From an optimization exercise on the open Yosys and OpenROAD flow, aimed at small area, a short achievable clock period and few clock cycles per item; shortcuts taken in it are not production practice.
The RTL was checked by simulation tests, not by an equivalence proof against the original design.
No activity file was given, so power comes from the tool's default toggle rates.

==> flow/design.v (excerpt) <==
module alu_scalar_seq_module #(
    parameter int DATA_W = 8,
    parameter int DIM    = 5,
    localparam int NELEM = DIM * DIM,
    localparam int MAT_W = NELEM * DATA_W
) (
    input  logic              clk,
    input  logic              rst,
    input  logic              start,
    input  logic [MAT_W-1:0]  A_flat,
    input  logic [DATA_W-1:0] scalar,
    output logic [MAT_W-1:0]  C_flat,
    output logic              overflow_flag,
    output logic              busy,
    output logic              done
);
For scale: ~2400 cells after synthesis, about 220 flip-flops, about 410 I/O pins, about 0.020 mm^2 of cells after synthesis.
clock: 9.0 ns
lec_check: 0
cap_margin: 20
core_margin: 2
core_utilization: 40
setup_slack_margin: 4
slew_margin: 20
standard.sh (not shown) runs the stock make flow with config.mk's settings and CLKGATE_MAP_FILE= SYNTH_SCRIPT=/design/flow/synth_recipe.tcl, a recipe that flattens the netlist after the stock synthesis.
==> flow/flow/run.sh <==
#!/bin/bash
# The standard layout (standard.sh) with three changes:
# - no full-adder extraction before ABC (ADDER_MAP_FILE empty), so that ABC sees whole logic
#   cones and can time them;
# - ABC maps the logic with flow/abc_delay.script, a delay-oriented mapping, instead of ORFS's
#   abc_speed.script; the rest of the synthesis is synth_recipe.tcl unchanged;
# - the port buffers are the smallest plain buffer instead of the delay cell buffer_ports picks.
set -euo pipefail
here=$(pwd)
export ADDER_MAP_FILE=
export BUFFER_PORTS_ARGS="-buffer_cell sky130_fd_sc_hd__buf_1"
export MY_ABC_SCRIPT=$here/flow/abc_delay.script
{ head -n 1 synth_recipe.tcl; cat flow/abc_proc.tcl; tail -n +2 synth_recipe.tcl; } > flow_synth.tcl
sed "s|SYNTH_SCRIPT=[^ ]*|SYNTH_SCRIPT=$here/flow_synth.tcl|" standard.sh > flow_standard.sh
bash flow_standard.sh synth > synth.log 2>&1
bash standard.sh > layout.log 2>&1
==> flow/flow/abc_delay.script <==
strash
&get -n
&fraig -x
&put
scorr
dc2
strash
&get -n
&dch -f
&nf {D}
&put
buffer -p
upsize {D}
dnsize {D}
stime -p
==> flow/flow/abc_proc.tcl <==
# ABC maps the logic with the script MY_ABC_SCRIPT names instead of ORFS's.
proc abc {args} {
  set i [lsearch -exact $args -script]
  if { $i >= 0 } { lset args [expr {$i + 1}] $::env(MY_ABC_SCRIPT) }
  yosys abc {*}$args
}
Testbench counts at the start, summed over its fixed seeds: cycles 1,920, items 960.
Then changed:
--- a/flow/design.v
+++ b/flow/design.v
@@ -364,31 +364,31 @@
         m_m0  = !m_l[7];
         m_a = A_flat[N0*DATA_W-1:0];
         if (busy_q) m_a[N1*DATA_W-1:0] = h_q;
         for (int l = 0; l < N0; l++) begin
             m_c[l*DATA_W +: DATA_W] = lane_mul(m_a[l*DATA_W +: DATA_W], m_s, m_t);
             m_v[l] = lane_ovf(m_a[l*DATA_W +: DATA_W], m_nhi, m_nl, m_m0);
         end
     end
     always_ff @(posedge clk) begin
         s_q <= scalar;
-        v_q <= m_v;
+        if (accept || busy_q) v_q <= m_v;
         if (accept) c_q <= m_c;
         if (accept) h_q <= A_flat[MAT_W-1:N0*DATA_W];
         else if (busy_q) h_q <= m_c[N1*DATA_W-1:0];
     end
     always_ff @(posedge clk or posedge rst) begin
         if (rst) begin
             busy_q <= 1'b0;
             done_q <= 1'b0;
             ovf_q  <= 1'b0;
         end else begin
             busy_q <= accept;
             done_q <= busy_q;
-            if (busy_q) ovf_q <= (|v_q) | (|m_v[N1-1:0]);
+            if (busy_q) ovf_q <= |v_q;
         end
     end
     assign C_flat        = {h_q, c_q};
-    assign overflow_flag = ovf_q;
+    assign overflow_flag = ovf_q | (|v_q[N1-1:0]);
     assign busy          = busy_q;
     assign done          = done_q;
 endmodule
What happened: The changed run passed the timing, design-rule and antenna checks. Synthesized cell count fell by 1.6%. Wire length went down by 0.51%. Global-route usage went up by 0.17 points. Worst hold slack got worse by 24 ps. Sequential cell count does not change. Final area barely changes. Total power went up by 2.8%. Non-clock buffer count goes down by 23. Cell count fell by 1.6%. Setup slack is better by 19 ps. Clock power hardly moves. Sequential share of layout area rises by 0.48 points.
Testbench counts after the change, summed over its fixed seeds: cycles 1,920, items 960.

-- afterwards: timing with drivers on the ports --
The results above use ideal ports. As a check the final layouts listed here were re-extracted and re-timed, cells and wires unchanged. Step 1 (the two cells are an assumption about what drives the block):
set clk [get_ports {clk}]
set_driving_cell -lib_cell sky130_fd_sc_hd__clkbuf_16 $clk
set_driving_cell -lib_cell sky130_fd_sc_hd__buf_2 [delete_from_list [all_inputs] $clk]
Step 2 times the ports against the registers' clock, not the clock port: input delays grow and output delays shrink by t, the midpoint of the rising clock arrivals with the driver on. a / b / c = ideal ports / drivers / drivers and shift; a / b = the first two.
run | shift t [ns] | setup WS [ns] | worst setup path after step 2
the first run | 0.621 | 3.859 / 3.873 / 3.252 | input to register
the second run | 0.627 | 3.878 / 3.911 / 3.284 | input to register
After both steps setup and hold are still met in every run listed. For the first run, which loses most, drivers alone change the setup slack by +0.014 ns; drivers and shift together by -0.607 ns.
